From an optimization exercise on the open Yosys and OpenROAD flow, aimed at a short achievable clock period and few clock cycles per item; shortcuts taken in it are not production practice.
In this exercise RTL edits were held to simulation tests only and were not proved equivalent to the original.
Power figures rest on the tool's default switching activity, not on a simulated workload.

--- flow/run.sh ---
#!/bin/bash
# synth_recipe.tcl (not shown) runs the flow's synth.tcl, then flattens the netlist and writes it again
# the make line also repeats each setting of config.mk as NAME=value (left out here)
make -C /OpenROAD-flow-scripts/flow DESIGN_CONFIG=/design/flow/config.mk WORK_HOME=/design/flow/orfs CLKGATE_MAP_FILE= SYNTH_SCRIPT=/design/flow/synth_recipe.tcl finish
--- flow/config.mk ---
export PLATFORM = sky130hd
export DESIGN_NAME = two_stack_integer_vm
export DESIGN_NICKNAME = two_stack_integer_vm
export VERILOG_FILES = /design/flow/design.v
export SDC_FILE = /design/flow/constraint.sdc
export NUM_CORES = 4
export LEC_CHECK = 0
export CAP_MARGIN = 20
export CORE_MARGIN = 2
export CORE_UTILIZATION = 40
export SLEW_MARGIN = 20
--- flow/constraint.sdc ---
create_clock -name core_clock -period 10.0 [get_ports {clk_i}]
set_input_delay 2.0000 -clock core_clock [delete_from_list [all_inputs] [get_ports {clk_i}]]
set_output_delay 2.0000 -clock core_clock [all_outputs]
set_load 0.01 [all_outputs]
--- flow/design.v ---
`default_nettype none
package tsvm_pkg;
  localparam int StackDepth = 16;
  localparam int DataWidth  = 32;
  localparam logic [3:0] KindPush   = 4'd0;
  localparam logic [3:0] KindIstore = 4'd1;
  localparam logic [3:0] KindPrint  = 4'd2;
  localparam logic [3:0] KindNot    = 4'd3;
  localparam logic [3:0] KindLt     = 4'd4;
  localparam logic [3:0] KindGt     = 4'd5;
  localparam logic [3:0] KindAdd    = 4'd6;
  localparam logic [3:0] KindSub    = 4'd7;
  localparam logic [3:0] KindMul    = 4'd8;
  localparam logic [3:0] KindDiv    = 4'd9;
  localparam logic [3:0] KindOr     = 4'd10;
  localparam logic [3:0] KindEq     = 4'd11;
  localparam logic [3:0] KindAnd    = 4'd12;
  localparam logic [1:0] StOk      = 2'd0;
  localparam logic [1:0] StUnder   = 2'd1;
  localparam logic [1:0] StOver    = 2'd2;
  localparam logic [1:0] StDivZero = 2'd3;
endpackage
`default_nettype wire
`default_nettype none
module tsvm_front (
  input  wire logic        clk_i,
  input  wire logic        rst_ni,
  input  wire logic        push_i,
  input  wire logic [3:0]  kind_i,
  input  wire logic [31:0] imm_i,
  output logic             full_o,
  output logic             iv_o,      
  output logic [3:0]       ik_o,
  output logic [31:0]      iim_o,
  input  wire logic        take_i     
);
  logic        jv_q;
  logic [3:0]  jk_q;
  logic [31:0] jim_q;
  logic        iv_q;
  logic [3:0]  ik_q;
  logic [31:0] iim_q;
  logic        acc, known, head_free;
  assign full_o    = jv_q;
  assign known     = ~(kind_i[3] & kind_i[2] & (kind_i[1] | kind_i[0]));
  assign acc       = push_i & ~jv_q & known;
  assign head_free = ~iv_q | take_i;
  assign iv_o      = iv_q;
  assign ik_o      = ik_q;
  assign iim_o     = iim_q;
  always_ff @(posedge clk_i or negedge rst_ni) begin
    if (!rst_ni) begin
      iv_q <= 1'b0;
      jv_q <= 1'b0;
    end else begin
      if (head_free) begin
        iv_q <= jv_q | acc;
        jv_q <= 1'b0;
      end else if (acc) begin
        jv_q <= 1'b1;
      end
    end
  end
  always_ff @(posedge clk_i) begin
    if (!jv_q) begin
      jk_q  <= kind_i;
      jim_q <= imm_i;
    end
    if (head_free) begin
      ik_q  <= jv_q ? jk_q  : kind_i;
      iim_q <= jv_q ? jim_q : imm_i;
    end
  end
endmodule
`default_nettype wire
`default_nettype none
module tsvm_cmd_q (
  input  wire logic        clk_i,
  input  wire logic        rst_ni,
  input  wire logic        push_i,
  input  wire logic [31:0] value_i,
  input  wire logic [1:0]  status_i,
  output logic             full_o,
  input  wire logic        pop_i,
  output logic             empty_o,
  output logic [31:0]      value_o,
  output logic [1:0]       status_o
);
  logic        hv_q, kv_q, head_free;
  logic [31:0] hval_q, kval_q;
  logic [1:0]  hst_q, kst_q;
  assign head_free = ~hv_q | pop_i;
  assign full_o    = kv_q;
  assign empty_o   = ~hv_q;
  assign value_o   = hval_q;
  assign status_o  = hst_q;
  always_ff @(posedge clk_i or negedge rst_ni) begin
    if (!rst_ni) begin
      hv_q <= 1'b0;
      kv_q <= 1'b0;
    end else begin
      if (head_free) begin
        hv_q <= kv_q | push_i;
        kv_q <= 1'b0;
      end else if (push_i) begin
        kv_q <= 1'b1;
      end
    end
  end
  always_ff @(posedge clk_i) begin
    if (!kv_q) begin
      kval_q <= value_i;
      kst_q  <= status_i;
    end
    if (head_free) begin
      hval_q <= kv_q ? kval_q : value_i;
      hst_q  <= kv_q ? kst_q  : status_i;
    end
  end
endmodule
`default_nettype wire
`default_nettype none
module tsvm_div (
  input  wire logic        clk_i,
  input  wire logic        rst_ni,
  input  wire logic        start_i,
  input  wire logic [31:0] dividend_i,
  input  wire logic [31:0] divisor_i,
  output logic             busy_o,
  output logic             done_o,
  output logic [31:0]      quotient_o
);
  localparam logic [2:0] DIdle = 3'd0, DAbs = 3'd1, DLzc = 3'd2, DNorm = 3'd3,
                         DIter = 3'd4, DFin = 3'd5, DDone = 3'd6;
  logic [2:0]  st_q;
  logic [31:0] dl_q, dr_q;     
  logic [31:0] a_q, b_q;       
  logic        neg_q;
  logic [5:0]  za_q, zb_q;     
  logic [31:0] rem_q, bs_q, quo_q, res_q;
  logic [4:0]  cnt_q;
  logic [32:0] diff;
  logic [5:0]  za, zb, nsh;
  function automatic logic [5:0] lzc32(input logic [31:0] x);
    lzc32 = 6'd32;
    for (int i = 0; i < 32; i++) begin
      if (x[i]) lzc32 = 6'(31 - i);
    end
  endfunction
  assign za   = lzc32(a_q);
  assign zb   = lzc32(b_q);
  assign nsh  = zb_q - za_q;
  assign diff = {1'b0, rem_q} - {1'b0, bs_q};
  assign busy_o     = (st_q != DIdle) && (st_q != DDone);
  assign done_o     = (st_q == DDone);
  assign quotient_o = res_q;
  always_ff @(posedge clk_i or negedge rst_ni) begin
    if (!rst_ni) begin
      st_q <= DIdle;
    end else begin
      case (st_q)
        DAbs:  st_q <= DLzc;
        DLzc:  st_q <= DNorm;
        DNorm: st_q <= (zb_q < za_q) ? DFin : DIter;
        DIter: if (cnt_q == 5'd0) st_q <= DFin;
        DFin:  st_q <= DDone;
        default: st_q <= start_i ? DAbs : DIdle;
      endcase
    end
  end
  always_ff @(posedge clk_i) begin
    if (start_i) begin
      dl_q <= dividend_i;
      dr_q <= divisor_i;
    end
    case (st_q)
      DAbs: begin
        a_q   <= dl_q[31] ? (~dl_q + 1'b1) : dl_q;
        b_q   <= dr_q[31] ? (~dr_q + 1'b1) : dr_q;
        neg_q <= dl_q[31] ^ dr_q[31];
      end
      DLzc: begin
        za_q <= za;
        zb_q <= zb;
      end
      DNorm: begin
        rem_q <= a_q;
        bs_q  <= b_q << nsh[4:0];
        cnt_q <= nsh[4:0];
        quo_q <= '0;
      end
      DIter: begin
        if (!diff[32]) rem_q <= diff[31:0];
        quo_q <= {quo_q[30:0], ~diff[32]};
        bs_q  <= {1'b0, bs_q[31:1]};
        cnt_q <= cnt_q - 1'b1;
      end
      DFin: begin
        res_q <= neg_q ? (~quo_q + 1'b1) : quo_q;
      end
      default: ;
    endcase
  end
endmodule
`default_nettype wire
`default_nettype none
import tsvm_pkg::*;
module tsvm_back (
  input  wire logic        clk_i,
  input  wire logic        rst_ni,
  input  wire logic        iv_i,
  input  wire logic [3:0]  ik_i,
  input  wire logic [31:0] iim_i,
  output logic             take_o,
  input  wire logic        rq_full_i,
  output logic             rq_push_o,
  output logic [31:0]      rq_value_o,
  output logic [1:0]       rq_status_o
);
  localparam int D = StackDepth;
  logic [D-1:0][31:0] sd_q, sd_d;    
  logic [D-1:0]       spm_q, spm_d;  
  logic [D-1:0]       spd_q, spd_d;  
  logic [D-1:0][31:0] rd_q, rd_d;    
  logic [D-1:0]       rpm_q, rpm_d;
  logic [D-1:0]       rpd_q, rpd_d;
  logic [D:0]         oc_q, rc_q;    
  logic is_push, is_ist, is_prt, is_not, is_bin, is_mul, is_div, is_alu;
  always_comb begin
    is_push = (ik_i == KindPush);
    is_ist  = (ik_i == KindIstore);
    is_prt  = (ik_i == KindPrint);
    is_not  = (ik_i == KindNot);
    is_mul  = (ik_i == KindMul);
    is_div  = (ik_i == KindDiv);
    is_bin  = (ik_i >= KindLt) && (ik_i <= KindAnd);
    is_alu  = is_bin & ~is_mul & ~is_div;
  end
  logic oc0, oc_lt2, oc_full, rc0, rc_full;
  assign oc0     = oc_q[0];
  assign oc_lt2  = oc_q[0] | oc_q[1];
  assign oc_full = oc_q[D];
  assign rc0     = rc_q[0];
  assign rc_full = rc_q[D];
  logic s0_zero, s0_pend, s1_pend;
  assign s0_zero = ~|sd_q[0];
  assign s0_pend = spm_q[0] | spd_q[0];
  assign s1_pend = spm_q[1] | spd_q[1];
  logic        alu_done_q, mul_done, div_done, div_busy, mul_busy;
  logic [31:0] alu_res, mul_res, div_res;
  logic       stall, go, err, ok;
  logic [1:0] err_st;
  always_comb begin
    stall = ~iv_i | rq_full_i
          | ((is_prt | is_not) & s0_pend)
          | (is_bin & (s0_pend | s1_pend))
          | (is_div & div_busy)
          | (is_mul & mul_busy);
    go = ~stall;
    err    = 1'b0;
    err_st = StOk;
    if (is_push) begin
      if (oc_full) begin err = 1'b1; err_st = StOver; end
    end else if (is_ist) begin
      if (rc0) begin err = 1'b1; err_st = StUnder; end
      else if (oc_full) begin err = 1'b1; err_st = StOver; end
    end else if (is_prt | is_not) begin
      if (oc0) begin err = 1'b1; err_st = StUnder; end
    end else begin
      if (oc_lt2) begin err = 1'b1; err_st = StUnder; end
      else if (rc_full) begin err = 1'b1; err_st = StOver; end
      else if (is_div & s0_zero) begin err = 1'b1; err_st = StDivZero; end
    end
    ok = go & ~err;
  end
  assign take_o      = go;
  assign rq_push_o   = go & (err | is_prt);
  assign rq_value_o  = (is_prt & ~oc0) ? sd_q[0] : 32'd0;
  assign rq_status_o = err_st;
  logic [31:0] al_q, ar_q;       
  logic        acin_q, aeq_q, abl_q, abr_q;
  logic [3:0]  aop_q;
  logic        sub_like;
  assign sub_like = (ik_i == KindSub) | (ik_i == KindLt) | (ik_i == KindGt);
  always_ff @(posedge clk_i) begin
    al_q   <= sd_q[1];
    ar_q   <= sub_like ? ~sd_q[0] : sd_q[0];
    acin_q <= sub_like;
    aeq_q  <= (sd_q[1] == sd_q[0]);
    abl_q  <= |sd_q[1];
    abr_q  <= |sd_q[0];
    aop_q  <= ik_i;
  end
  logic [31:0] asum;
  logic        alt, abit;
  assign asum = al_q + ar_q + {31'd0, acin_q};
  assign alt  = (al_q[31] ^ ~ar_q[31]) ? al_q[31] : asum[31];
  always_comb begin
    case (aop_q)
      KindLt:  abit = alt;
      KindGt:  abit = ~alt & ~aeq_q;
      KindOr:  abit = abl_q | abr_q;
      KindEq:  abit = abl_q == abr_q;
      default: abit = abl_q & abr_q;
    endcase
  end
  assign alu_res = ((aop_q == KindAdd) | (aop_q == KindSub)) ? asum : {31'd0, abit};
  always_ff @(posedge clk_i or negedge rst_ni) begin
    if (!rst_ni) alu_done_q <= 1'b0;
    else         alu_done_q <= ok & is_alu;
  end
  tsvm_mul u_mul (
    .clk_i   (clk_i),
    .rst_ni  (rst_ni),
    .start_i (ok & is_mul),
    .a_i     (sd_q[1]),
    .b_i     (sd_q[0]),
    .busy_o  (mul_busy),
    .done_o  (mul_done),
    .p_o     (mul_res)
  );
  tsvm_div u_div (
    .clk_i      (clk_i),
    .rst_ni     (rst_ni),
    .start_i    (ok & is_div),
    .dividend_i (sd_q[1]),
    .divisor_i  (sd_q[0]),
    .busy_o     (div_busy),
    .done_o     (div_done),
    .quotient_o (div_res)
  );
  logic [D-1:0][31:0] csd, crd;
  logic [D-1:0]       cspm, cspd, crpm, crpd;
  always_comb begin
    for (int i = 0; i < D; i++) begin
      csd[i]  = (spd_q[i] & div_done) ? div_res : sd_q[i];
      cspd[i] = spd_q[i] & ~div_done;
      cspm[i] = spm_q[i];
      crd[i]  = (rpd_q[i] & div_done) ? div_res : rd_q[i];
      crpd[i] = rpd_q[i] & ~div_done;
      crpm[i] = rpm_q[i];
    end
    if (spm_q[0] & mul_done) csd[0] = mul_res;
    cspm[0] = spm_q[0] & ~mul_done;
    for (int i = 0; i < 2; i++) begin
      if (rpm_q[i] & mul_done) crd[i] = mul_res;
      crpm[i] = rpm_q[i] & ~mul_done;
    end
    if (alu_done_q) crd[0] = alu_res;
  end
  logic s_push, s_pop1, s_pop2, s_repl, r_push, r_pop;
  logic [31:0] s_new;
  logic        s_new_pm, s_new_pd;
  assign s_push = ok & (is_push | is_ist);
  assign s_pop1 = ok & is_prt;
  assign s_pop2 = ok & is_bin;
  assign s_repl = ok & is_not;
  assign r_push = ok & is_bin;
  assign r_pop  = ok & is_ist;
  always_comb begin
    if (is_ist) begin
      s_new    = crd[0];
      s_new_pm = crpm[0];
      s_new_pd = crpd[0];
    end else if (is_not) begin
      s_new    = {31'd0, s0_zero};
      s_new_pm = 1'b0;
      s_new_pd = 1'b0;
    end else begin
      s_new    = iim_i;
      s_new_pm = 1'b0;
      s_new_pd = 1'b0;
    end
  end
  always_comb begin
    for (int i = 0; i < D; i++) begin
      sd_d[i]  = csd[i];
      spm_d[i] = cspm[i];
      spd_d[i] = cspd[i];
      if (s_push) begin
        if (i == 0) begin
          sd_d[i] = s_new; spm_d[i] = s_new_pm; spd_d[i] = s_new_pd;
        end else begin
          sd_d[i] = csd[i-1]; spm_d[i] = cspm[i-1]; spd_d[i] = cspd[i-1];
        end
      end else if (s_repl) begin
        if (i == 0) begin
          sd_d[i] = s_new; spm_d[i] = 1'b0; spd_d[i] = 1'b0;
        end
      end else if (s_pop1) begin
        if (i < D-1) begin
          sd_d[i] = csd[i+1]; spm_d[i] = cspm[i+1]; spd_d[i] = cspd[i+1];
        end else begin
          spm_d[i] = 1'b0; spd_d[i] = 1'b0;
        end
      end else if (s_pop2) begin
        if (i < D-2) begin
          sd_d[i] = csd[i+2]; spm_d[i] = cspm[i+2]; spd_d[i] = cspd[i+2];
        end else begin
          spm_d[i] = 1'b0; spd_d[i] = 1'b0;
        end
      end
      rd_d[i]  = crd[i];
      rpm_d[i] = crpm[i];
      rpd_d[i] = crpd[i];
      if (r_push) begin
        if (i == 0) begin
          rd_d[i] = 32'd0; rpm_d[i] = is_mul; rpd_d[i] = is_div;
        end else begin
          rd_d[i] = crd[i-1]; rpm_d[i] = crpm[i-1]; rpd_d[i] = crpd[i-1];
        end
      end else if (r_pop) begin
        if (i < D-1) begin
          rd_d[i] = crd[i+1]; rpm_d[i] = crpm[i+1]; rpd_d[i] = crpd[i+1];
        end else begin
          rpm_d[i] = 1'b0; rpd_d[i] = 1'b0;
        end
      end
    end
  end
  always_ff @(posedge clk_i) begin
    sd_q <= sd_d;
    rd_q <= rd_d;
  end
  always_ff @(posedge clk_i or negedge rst_ni) begin
    if (!rst_ni) begin
      spm_q <= '0;
      spd_q <= '0;
      rpm_q <= '0;
      rpd_q <= '0;
      oc_q  <= {{D{1'b0}}, 1'b1};
      rc_q  <= {{D{1'b0}}, 1'b1};
    end else begin
      spm_q <= spm_d;
      spd_q <= spd_d;
      rpm_q <= rpm_d;
      rpd_q <= rpd_d;
      if (s_push)      oc_q <= {oc_q[D-1:0], 1'b0};
      else if (s_pop1) oc_q <= {1'b0, oc_q[D:1]};
      else if (s_pop2) oc_q <= {2'b00, oc_q[D:2]};
      if (r_push)      rc_q <= {rc_q[D-1:0], 1'b0};
      else if (r_pop)  rc_q <= {1'b0, rc_q[D:1]};
    end
  end
endmodule
`default_nettype wire
`default_nettype none
module tsvm_mul (
  input  wire logic        clk_i,
  input  wire logic        rst_ni,
  input  wire logic        start_i,
  input  wire logic [31:0] a_i,
  input  wire logic [31:0] b_i,
  output logic             busy_o,
  output logic             done_o,
  output logic [31:0]      p_o
);
  logic [31:0] a_q, b_q, s_q, c_q;
  logic        v1_q, v2_q;
  always_ff @(posedge clk_i or negedge rst_ni) begin
    if (!rst_ni) begin
      v1_q <= 1'b0;
      v2_q <= 1'b0;
    end else begin
      v1_q <= start_i;
      v2_q <= v1_q;
    end
  end
  logic [16:0][31:0] pp;
  logic [32:0] bx;
  assign bx = {b_q, 1'b0};
  always_comb begin
    pp[16] = '0;
    for (int j = 0; j < 16; j++) begin
      logic [2:0]  t;
      logic        neg, one, two;
      logic [31:0] m;
      t   = bx[2*j +: 3];
      neg = t[2] & ~(t[1] & t[0]);
      one = t[1] ^ t[0];
      two = (t == 3'b011) | (t == 3'b100);
      m   = one ? a_q : (two ? {a_q[30:0], 1'b0} : 32'd0);
      pp[j] = (m ^ {32{neg}}) << (2*j);
      pp[16][2*j] = neg;
    end
  end
  function automatic logic [63:0] csa(input logic [31:0] x, input logic [31:0] y,
                                      input logic [31:0] z);
    logic [31:0] s, c;
    s = x ^ y ^ z;
    c = (x & y) | (x & z) | (y & z);
    csa = {c[30:0], 1'b0, s};
  endfunction
  logic [11:0][31:0] l1;
  logic [7:0][31:0]  l2;
  logic [5:0][31:0]  l3;
  logic [3:0][31:0]  l4;
  logic [2:0][31:0]  l5;
  logic [1:0][31:0]  l6;
  always_comb begin
    for (int g = 0; g < 5; g++) {l1[2*g+1], l1[2*g]} = csa(pp[3*g], pp[3*g+1], pp[3*g+2]);
    l1[10] = pp[15];
    l1[11] = pp[16];
    for (int g = 0; g < 4; g++) {l2[2*g+1], l2[2*g]} = csa(l1[3*g], l1[3*g+1], l1[3*g+2]);
    for (int g = 0; g < 2; g++) {l3[2*g+1], l3[2*g]} = csa(l2[3*g], l2[3*g+1], l2[3*g+2]);
    l3[4] = l2[6];
    l3[5] = l2[7];
    for (int g = 0; g < 2; g++) {l4[2*g+1], l4[2*g]} = csa(l3[3*g], l3[3*g+1], l3[3*g+2]);
    {l5[1], l5[0]} = csa(l4[0], l4[1], l4[2]);
    l5[2] = l4[3];
    {l6[1], l6[0]} = csa(l5[0], l5[1], l5[2]);
  end
  always_ff @(posedge clk_i) begin
    if (start_i) begin
      a_q <= a_i;
      b_q <= b_i;
    end
    s_q <= l6[0];
    c_q <= l6[1];
  end
  assign busy_o = v1_q;
  assign done_o = v2_q;
  assign p_o    = s_q + c_q;
endmodule
`default_nettype wire
`default_nettype none
module two_stack_integer_vm (
  input  wire logic               clk_i,
  input  wire logic               rst_ni,
  input  wire logic               push,
  output logic                    full,
  input  wire logic [3:0]         kind_i,
  input  wire logic signed [31:0] immediate_i,
  output logic                    empty,
  input  wire logic               pop,
  output logic signed [31:0]      value_o,
  output logic [1:0]              status_o
);
  logic        iv, take;
  logic [3:0]  ik;
  logic [31:0] iim;
  logic        rq_full, rq_push;
  logic [31:0] rq_value, res_value;
  logic [1:0]  rq_status;
  tsvm_front u_front (
    .clk_i  (clk_i),
    .rst_ni (rst_ni),
    .push_i (push),
    .kind_i (kind_i),
    .imm_i  (immediate_i),
    .full_o (full),
    .iv_o   (iv),
    .ik_o   (ik),
    .iim_o  (iim),
    .take_i (take)
  );
  tsvm_back u_back (
    .clk_i       (clk_i),
    .rst_ni      (rst_ni),
    .iv_i        (iv),
    .ik_i        (ik),
    .iim_i       (iim),
    .take_o      (take),
    .rq_full_i   (rq_full),
    .rq_push_o   (rq_push),
    .rq_value_o  (rq_value),
    .rq_status_o (rq_status)
  );
  tsvm_cmd_q u_res_q (
    .clk_i    (clk_i),
    .rst_ni   (rst_ni),
    .push_i   (rq_push),
    .value_i  (rq_value),
    .status_i (rq_status),
    .full_o   (rq_full),
    .pop_i    (pop),
    .empty_o  (empty),
    .value_o  (res_value),
    .status_o (status_o)
  );
  assign value_o = $signed(res_value);
endmodule
`default_nettype wire
==> qor.txt, run 1 <==
Max cap viols - 0
Crit path from - u_back.u_mul.b_q[17]
CTS tree - done
Critical path data required time - 10,770 ps
Layout cells sized above 1 - 0.0658
Mapped cell area - 103,000 um2
CP max stage delay - 710 ps
Vias - 88,070
Core Rows - 186
Max Clock Skew - 68.0 ps
Total design power - 39.0 mW
Final setup vio count - 0
Port Buf Inserts - 75
Drt pass-1 iters - 9
Setup tns final - 0 ps
Period utilization - 0.635
Net Count, Synth - 12,297
Die width - 511 um
Root Driver - clkbuf_16
Worst setup EP type - register
Initial antenna violation count - 18
I/O Pins - 76
Antenna-violating nets left - 0
Clock transition at path regs - 70 ps
Status - complete, no violations
CP bufs+invs - 2
Critical Path Most Common Cell - xnor2_1
Library cells used by synthesis - 91
Post-synth EDFFs - 408
Fillers - 24,825
Final Hold Vio Count - 0
Slew margin rel. - 0.0877
Hold Crit Start - u_back.u_mul.v1_q
R2R Setup Slk - 3650 ps
CP max FO - 24
Deepest level of the CTS H-tree - 4
Crit-path cells - clkinv_1 -> ha_1 -> o21ai_1 -> o221ai_1 -> fa_1 -> fa_1 -> fa_1 -> fa_1 -> inv_1 -> fa_1 -> xnor2_1 -> xnor2_1 -> xnor2_1 -> xnor2_1 -> xnor2_1 -> xnor2_1
Number of synthesized register bits - 1,741
Clk Latency, worst-skew pair - 870 ps
Tot GR Track Use - 0.259
Critical path arrival - 7120 ps
Most common cell after layout, fill and taps aside - nand2_1
Final Slew Violations - 0
Register area share after synthesis - 0.384
Crit Path Category - reg2reg
Worst slew pin tran - 1370 ps
R2R Path Start - u_back.u_mul.b_q[17]
Global-route wire length before repair - 530 mm
Largest net degree at the start of global routing - 249
Clk buf depth - 3
Final critical-path required period - 6350 ps
Die area - 261,000 um2
Syn-to-layout area delta - 9.52%
Syn_area_per_cell - 8.68 um2
Worst vdd ir - 0.226 mV
RSZ-0062 raised after global routing - no
Synth Flop Type - dfxtp_1
Syn. warnings - 5
# DRC - 0
Setup Buffers After CTS - 0
Vias in the first global route - 80,865
CP max-delay cell - edfxtp_1
GRT overflow - 0
Vias/cell - 5.94
CP Launch Type - register
Hpwl dp - 231 mm
DRT iter0 DRCs - 11,599
Drt wl/cell - 23.7 um
CTS Buf Count - 193
Post-Syn Instances - 11,847
Hold Path Class - reg2reg
Core area - 256,000 um2
CTS hold repair buffers - 0
CTS Sinks - 1,741
Die extent in y - 511 um
Final wirelength - 351 mm
Post_cts resized - 0
FFs w/ async S/R, synth - 0.0620
Largest delay share family, worst path - adder cells
Pwr dens - 346 nW/um2
Global placement routability congestion - 1.05
Leak - 51.0 nW
Most frequent cells in the layout - nand2_1 (1,708), a21oi_1 (1,669), mux2i_1 (1,250)
Maximum clock rate - 158 MHz
Final nets - 11,714
Initial Util - 0.401
[cells in the mapped netlist (16+ instances only)]
cell	instances	area (um2)
buf_1	116	435
mux2_2	83	935
a22o_1	36	315
or3_1	25	156
nand2b_1	40	250
dfxtp_1	1225	24500
and3_1	78	488
edfxtp_1	408	12300
o22ai_1	93	582
nand3_1	140	701
mux2i_1	1250	12500
dfrtp_1	106	2650
a31oi_1	81	507
clkbuf_1	783	2940
fa_1	204	4080
a221oi_1	19	166
o2bb2ai_1	19	166
buf_2	183	916
nor3_1	99	495
nor2_1	864	3240
nand4_1	16	100
o211ai_1	37	278
o221ai_1	87	762
a311oi_1	43	377
xnor2_1	340	2980
nor2b_1	32	200
inv_1	324	1220
a22oi_1	193	1450
a221o_1	32	320
o21ai_0	290	1450
o31ai_1	58	435
nor4_1	50	313
xor2_1	130	1140
a21o_1	36	270
a222oi_1	32	320
a21oi_1	1671	8360
nand2_1	1739	6530
o21a_1	22	165
a211oi_1	440	3300
ha_1	206	2580
[metrics by stage]
step / instance area (um2) / util / worst slack (ps) / std cells / hold slack, ps
after global routing: 113000 / 0.439 / 3370 / 14821 / 393
final: 113000 / 0.440 / 3650 / 14829 / 387
after global placement: 106000 / 0.412 / 3840 / 14442 / 360
after floorplan: 103000 / - / 4470 / 11847 / 346
after CTS: 112000 / 0.439 / 3760 / 14807 / 390
after detailed placement: 106000 / 0.413 / 3780 / 14444 / 373
[routing by layer]
layer	share of wire	up-vias	track usage	routed length, um
met3	0.083	847	0.0493	29000
met4	0.055	12	0.126	19200
met2	0.43	3959	0.381	149000
li1	-	40904	-	-
met1	0.44	42348	0.361	154000
met5	0.00023	-	0	80
[worst reg2reg max path, delay by kind of cell, from the launching register on]
kind | cells | cell delay, ps
adder cells (fa/ha/maj) | 6 | 3190
buffers and inverters | 2 | 490
flip-flops | 1 | 710
AO/OA/AOI/OAI | 2 | 950
XOR/XNOR | 6 | 970
[final timing paths]
kind | to | depth (start not counted)
setup / recovery | u_back.u_mul.s_q[31] | 16
hold / removal | u_back.u_mul.v2_q | 0
setup reg to reg | u_back.u_mul.s_q[31] | 16
hold reg to reg | u_back.u_mul.v2_q | 0
max in group asynchronous | u_front.jv_q | 2
min in group asynchronous | u_back.rpd_q[4] | 1
[state kept, by name, summed over array words and instances (netlist names), 32 cells and up]
register and cells:
u_back.al_q 32, u_back.ar_q 32, u_back.rd_q 512, u_back.sd_q 512, u_back.u_div.a_q 32, u_back.u_div.b_q 32
u_back.u_div.bs_q 32, u_back.u_div.dl_q 32, u_back.u_div.dr_q 32, u_back.u_div.quo_q 32, u_back.u_div.rem_q 32, u_back.u_div.res_q 32
u_back.u_mul.a_q 32, u_back.u_mul.b_q 32, u_back.u_mul.s_q 32, u_front.iim_q 32, u_front.jim_q 32, u_res_q.hval_q 32
u_res_q.kval_q 32
[report_power, final]
group / total, mW / internal, mW / switching [mW]
logic: 19.2 / 6.90 / 12.3
clock network: 7.55 / 4.38 / 3.17
registers: 12.2 / 10.6 / 1.59
total: 39.0 / 21.9 / 17.1
[kinds of logic (layout without fill, tap and decap cells)]
| family | Yosys count | count (layout) | share of synthesized area |
|---|---|---|---|
| muxes | 1345 | 1345 | 0.133 |
| and+or+nand+nor | 3163 | 3163 | 0.127 |
| buffers and inverters | 1419 | 1004 | 0.0541 |
| xor gates and xnor gates | 470 | 470 | 0.0400 |
| other | 0 | 13 | 0 |
| adders and majority gates | 410 | 410 | 0.0648 |
| DFF | 1741 | 1741 | 0.384 |
| AOI/OAI and AO/OA | 3299 | 3299 | 0.196 |
[final cells by class]
cell class | count | area (um2) | share of cell area
clock inverter | 86 | 1140 | 0.0101
clock buffer | 277 | 5600 | 0.0497
sequential | 1741 | 39500 | 0.351
timing repair buffer | 308 | 2760 | 0.0245
antenna | 13 | 32.5 | 0.000289
tap | 3384 | 4230 | 0.0376
inverter | 333 | 1250 | 0.0111
multi-input combinational | 8687 | 58100 | 0.516
Testbench counts, summed over its fixed seeds: cycles 20,922, items 20,000.
==> run 2, diff against run 1 <==
--- a/flow/design.v
+++ b/flow/design.v
@@ -130,28 +130,30 @@
   output logic             done_o,
   output logic [31:0]      quotient_o
 );
-  localparam logic [2:0] DIdle = 3'd0, DAbs = 3'd1, DLzc = 3'd2, DNorm = 3'd3,
-                         DIter = 3'd4, DFin = 3'd5, DDone = 3'd6;
-  logic [2:0]  st_q;
-  logic [31:0] dl_q, dr_q;     
+  localparam logic [1:0] DIdle = 2'd0, DNorm = 2'd1, DIter = 2'd2, DDone = 2'd3;
+  logic [1:0]  st_q;
   logic [31:0] a_q, b_q;       
   logic        neg_q;
-  logic [5:0]  za_q, zb_q;     
-  logic [31:0] rem_q, bs_q, quo_q, res_q;
+  logic [31:0] rem_q, bs_q, quo_q, qm_q, res_q;
   logic [4:0]  cnt_q;
   logic [32:0] diff;
   logic [5:0]  za, zb, nsh;
+  logic        bit_q;
+  logic [31:0] quo_n, qm_n;
   function automatic logic [5:0] lzc32(input logic [31:0] x);
     lzc32 = 6'd32;
     for (int i = 0; i < 32; i++) begin
       if (x[i]) lzc32 = 6'(31 - i);
     end
   endfunction
-  assign za   = lzc32(a_q);
-  assign zb   = lzc32(b_q);
-  assign nsh  = zb_q - za_q;
-  assign diff = {1'b0, rem_q} - {1'b0, bs_q};
-  assign busy_o     = (st_q != DIdle) && (st_q != DDone);
+  assign za    = lzc32(a_q);
+  assign zb    = lzc32(b_q);
+  assign nsh   = zb - za;
+  assign diff  = {1'b0, rem_q} - {1'b0, bs_q};
+  assign bit_q = ~diff[32];
+  assign quo_n = bit_q ? {quo_q[30:0], 1'b1} : {quo_q[30:0], 1'b0};
+  assign qm_n  = bit_q ? {quo_q[30:0], 1'b0} : {qm_q[30:0], 1'b1};
+  assign busy_o     = (st_q == DNorm) || (st_q == DIter);
   assign done_o     = (st_q == DDone);
   assign quotient_o = res_q;
   always_ff @(posedge clk_i or negedge rst_ni) begin
@@ -159,44 +161,34 @@
       st_q <= DIdle;
     end else begin
       case (st_q)
-        DAbs:  st_q <= DLzc;
-        DLzc:  st_q <= DNorm;
-        DNorm: st_q <= (zb_q < za_q) ? DFin : DIter;
-        DIter: if (cnt_q == 5'd0) st_q <= DFin;
-        DFin:  st_q <= DDone;
-        default: st_q <= start_i ? DAbs : DIdle;
+        DNorm: st_q <= (zb < za) ? DDone : DIter;
+        DIter: if (cnt_q == 5'd0) st_q <= DDone;
+        default: st_q <= start_i ? DNorm : DIdle;
       endcase
     end
   end
   always_ff @(posedge clk_i) begin
     if (start_i) begin
-      dl_q <= dividend_i;
-      dr_q <= divisor_i;
+      a_q   <= dividend_i[31] ? (~dividend_i + 1'b1) : dividend_i;
+      b_q   <= divisor_i[31]  ? (~divisor_i + 1'b1)  : divisor_i;
+      neg_q <= dividend_i[31] ^ divisor_i[31];
     end
     case (st_q)
-      DAbs: begin
-        a_q   <= dl_q[31] ? (~dl_q + 1'b1) : dl_q;
-        b_q   <= dr_q[31] ? (~dr_q + 1'b1) : dr_q;
-        neg_q <= dl_q[31] ^ dr_q[31];
-      end
-      DLzc: begin
-        za_q <= za;
-        zb_q <= zb;
-      end
       DNorm: begin
         rem_q <= a_q;
         bs_q  <= b_q << nsh[4:0];
         cnt_q <= nsh[4:0];
         quo_q <= '0;
+        qm_q  <= '1;
+        res_q <= '0;
       end
       DIter: begin
-        if (!diff[32]) rem_q <= diff[31:0];
-        quo_q <= {quo_q[30:0], ~diff[32]};
+        if (bit_q) rem_q <= diff[31:0];
+        quo_q <= quo_n;
+        qm_q  <= qm_n;
         bs_q  <= {1'b0, bs_q[31:1]};
         cnt_q <= cnt_q - 1'b1;
-      end
-      DFin: begin
-        res_q <= neg_q ? (~quo_q + 1'b1) : quo_q;
+        res_q <= neg_q ? ~qm_n : quo_n;
       end
       default: ;
     endcase
--- a/flow/config.mk
+++ b/flow/config.mk
@@ -5,7 +5,11 @@
 export SDC_FILE = /design/flow/constraint.sdc
 export NUM_CORES = 4
 export LEC_CHECK = 0
+export ABC_AREA = 0
+export ABC_CLOCK_PERIOD_IN_PS = 2500
 export CAP_MARGIN = 20
 export CORE_MARGIN = 2
 export CORE_UTILIZATION = 40
+export SETUP_SLACK_MARGIN = 5
 export SLEW_MARGIN = 20
+export TNS_END_PERCENT = 100
==> run 2 against run 1 <==
Net effect: combinational power increased by 39%; synthesized area is 1.7% lower; routed wire length rose by 14%; largest cell class unchanged; cell count decreased by 2.8%; synthesized cell count shrank 4.1%; global-route usage rose by 3.6 points; fmax increased by 26%.
==> qor.txt, run 2 <==
Most frequent cells in the layout - dfxtp_1 (1,225), nand2_1 (968), a21oi_1 (940)
Synth Flop Type - dfxtp_1
Final Worst Setup Slack - 4980 ps (+1330 ps)
Number of synthesized register bits - 1,693 (-2.8%)
FFs w/ async S/R, synth - 0.0632 (+0.00117)
Clock share of power - 0.154 (-0.040)
Post-synth EDFFs - 361 (-12%)
Library cells used by synthesis - 94 (+3.3%)
Mapped cell area - 101,000 um2 (-1.7%)
CP max FO - 7 (-71%)
Internal Power - 25.0 mW (+14%)
Critical path data required time - 10,790 ps (+20 ps)
GRT overflow - 0 (unchanged)
Vias - 93,301 (+5.9%)
Global placement routability congestion - 0.991 (-5.5%)
Pwr dens - 418 nW/um2 (+21%)
Setup tns final - 0 ps (unchanged)
Syn_area_per_cell - 8.90 um2 (+2.6%)
Clk Latency, worst-skew pair - 900 ps (+30 ps)
Post-Syn Instances - 11,360 (-4.1%)
Core Rows - 184 (-1.1%)
DRT iter0 DRCs - 12,942 (+12%)
Layout cells sized above 1 - 0.106 (+0.0398)
RSZ-0062 raised after global routing - yes
Syn. warnings - 5 (unchanged)
Reg power frac - 0.282 (-0.031)
Final nets - 11,349 (-3.1%)
Hpwl dp - 259 mm (+12%)
Final critical-path required period - 5020 ps (-1330 ps)
Final wirelength - 401 mm (+14%)
Fillers - 23,924 (-3.6%)
Largest net degree at the start of global routing - 235 (-5.6%)
Period utilization - 0.502 (-0.133)
Drt pass-1 iters - 9 (unchanged)
Worst slew pin tran - 1370 ps (+3.97 ps)
Port Buf Inserts - 75 (unchanged)
Die area - 257,000 um2 (-1.7%)
Final Hold Vio Count - 0 (unchanged)
Register area share after synthesis - 0.376 (-0.00771)
Hold Path Class - reg2reg
Drt wl/cell - 27.8 um (+17%)
Max cap viols - 0 (unchanged)
Die width - 507 um (-0.83%)
R2R Path Start - u_back.u_mul.b_q[19]
Crit path from - u_back.u_mul.b_q[19]
Worst setup EP type - register
Final Instance Count excl. Fillers - 14,419 (-2.8%)
Most frequent cell after synthesis - dfxtp_1
Top flop regs - u_back.rd_q: 512 flops, u_back.sd_q: 512 flops
Status - complete, no violations
CP Launch Type - register
Tot GR Track Use - 0.295 (+0.0365)
CTS hold repair buffers - 0 (unchanged)
Post-synth top area share - 0.243 (+0.00404)
I/O Pins - 76 (unchanged)
Placed Cells - 13,903 (-3.7%)
Die extent in y - 507 um (-0.83%)
Antenna-violating nets left - 0 (unchanged)
Sw Ratio - 0.470 (+0.0312)
Most common cell after layout, fill and taps aside - dfxtp_1
Maximum clock rate - 199 MHz (+26%)
Slew margin rel. - 0.0785 (-0.00922)
Vias in the first global route - 87,443 (+8.1%)
CTS tree - done
Hold Crit Start - u_back.u_mul.v1_q
Net Count, Synth - 11,811 (-4.0%)
Psw - 22.2 mW (+30%)
Initial antenna violation count - 24 (+6)
Vias/cell - 6.47 (+9.0%)
Crit Path Category - reg2reg
Syn-to-layout area delta - 11.7%
Top cells by count, synth - dfxtp_1 (1,225), nand2_1 (998), a21oi_1 (962)
Max Clock Skew - 67.0 ps (-1.07 ps)
Top post-synthesis cells by area - dfxtp_1 (24%), edfxtp_1 (11%), mux2i_1 (8.6%), a21oi_1 (4.8%), fa_1 (4.0%)
Final Slew Violations - 0 (unchanged)
Place WS - 3730 ps (-48.8 ps)
Critical path arrival - 5810 ps (-1310 ps)
Clk buf depth - 3 (unchanged)
Deepest level of the CTS H-tree - 4 (unchanged)
Worst vdd ir - 0.313 mV (+38%)
Global-route wire length before repair - 582 mm (+9.9%)
# DRC - 0 (unchanged)
CTS Buf Count - 191 (-1.0%)
Clock transition at path regs - 60 ps (about the same)
Area leader, netlist - dfxtp_1
Leak - 47.8 nW (-6.3%)
Total design power - 47.2 mW (+21%)
Final setup vio count - 0 (unchanged)
CTS Sinks - 1,693 (-2.8%)
Core area - 251,000 um2 (-1.9%)
Initial Util - 0.402 (+0.000898)
Root Driver - clkbuf_16
Gate power share - 0.564 (+0.071)
-- run 2: cell types whose count changed after synthesis, moves of 54 or more --
cell / previous run / this run
o21ai_0: 290 / 499
and3_1: 78 / 24
nand2_1: 1739 / 998
inv_1: 324 / 400
o22ai_1: 93 / 258
a21oi_1: 1671 / 962
mux2i_1: 1250 / 868
a221o_1: 32 / 138
o221a_1: 0 / 61
nor2_1: 864 / 954
o21ai_1: 10 / 71
o221ai_1: 87 / 147
o221a_2: 2 / 65
nor3_1: 99 / 236
-- run 2: cell families (layout without fill, tap and decap cells) --
family | after synthesis | after routing | share of synthesized area
AOI/OAI and AO/OA | 3653 | 3655 | 0.246
xor gates and xnor gates | 430 | 430 | 0.0372
adders and majority gates | 411 | 411 | 0.0660
buffers and inverters | 1553 | 1248 | 0.0635
DFF | 1693 | 1693 | 0.376
muxes | 954 | 954 | 0.0981
other | 0 | 10 | 0
and+or+nand+nor | 2666 | 2670 | 0.113
-- run 2: layout make-up --
cell class,instances,area (um2),area share
antenna,10,25.0,0.000222
clock buffer,295,5690,0.0504
clock inverter,61,716,0.00634
inverter,411,1650,0.0146
multi-input combinational,8120,58100,0.514
sequential,1693,38000,0.337
tap,3348,4190,0.0371
timing repair buffer,480,4530,0.0401
timing repair inverter,1,11.3,0.0000997
-- run 2: worst max-delay path, cell delays in order, from the launching register on --
cell	delay, ps
edfxtp_1	470
clkinv_4	100
ha_4	340
nor2b_4	200
a21oi_2	70
o221ai_2	250
fa_1	500
fa_2	630
fa_2	480
fa_1	540
inv_2	40
fa_2	360
xor2_1	180
xnor2_1	190
xnor2_1	100
xnor2_1	200
xnor2_1	150
xnor2_1	140
-- run 2: worst paths after layout --
| check | endpoint | slack (ps) | depth (start not counted) |
|---|---|---|---|
| max | u_back.u_mul.s_q[31] | 4980 | 17 |
| min | u_back.u_mul.v2_q | 370 | 0 |
| max reg2reg | u_back.u_mul.s_q[31] | 4980 | 17 |
| min reg2reg | u_back.u_mul.v2_q | 370 | 0 |
| max in group asynchronous | u_back.rc_q[0] | 7370 | 3 |
| min in group asynchronous | u_back.spd_q[12] | 1040 | 1 |
-- run 2: timing repair --
action / CTS / global route
endpoints found under the setup margin: 921 / 583
endpoints found under the hold margin: 0 / 0
gates resized for setup: 165 / 138
cloned: 11 / 7
buffers inserted: 52 / 77
pin swaps: 24 / 56
-- run 2: per-layer routing --
layer,GRT usage,vias to the layer above,share of wire
met1,0.400,46064,0.41
met2,0.443,5402,0.43
met4,0.140,20,0.051
met3,0.0661,1121,0.10
li1,-,40694,-
met5,0,-,0.00072
-- run 2: power groups by stage --
stage,logic (mW),registers (mW),clock network (mW)
3_3_place_gp,24.8,13.2,0
3_5_place_dp,25.5,13.3,0
4_1_cts,25.8,13.2,7.30
6_report,26.6,13.3,7.25
2_1_floorplan,18.0,12.3,0
5_1_grt,28.7,13.5,7.58
-- run 2: through the flow --
| step | utilization | hold slack (ps) | instance area, um2 |
|---|---|---|---|
| final | 0.449 | 366 | 113000 |
| after global routing | 0.449 | 400 | 113000 |
| after CTS | 0.444 | 369 | 112000 |
| after detailed placement | 0.413 | 362 | 104000 |
| after global placement | 0.412 | 358 | 104000 |
| after floorplan | - | 343 | 101000 |
Testbench counts of run 2, summed over its fixed seeds: cycles 20,686, items 20,000.

## re-timing with driven ports
Ports are ideal in the flow. The routed layouts listed here were re-timed in OpenROAD. Step 1 sets driving cells, clkbuf_16 on the clock port and buf_2 on the other inputs (assumed; they add their load-dependent delay and slew). Step 2 times the ports against the registers' clock, not the clock port: input delays grow and output delays shrink by t, the midpoint of the rising clock arrivals with the driver on. Slacks: ideal / step 1 / step 2; pairs: ideal / step 1.
run	t, ns	setup slack, ns	worst register clock-pin slew, ns
run 1	0.930	3.651 / 3.651 / 3.651	0.07 / 0.07
run 2	0.965	4.980 / 4.980 / 4.980	0.07 / 0.07
After both steps every run listed still meets setup and hold.
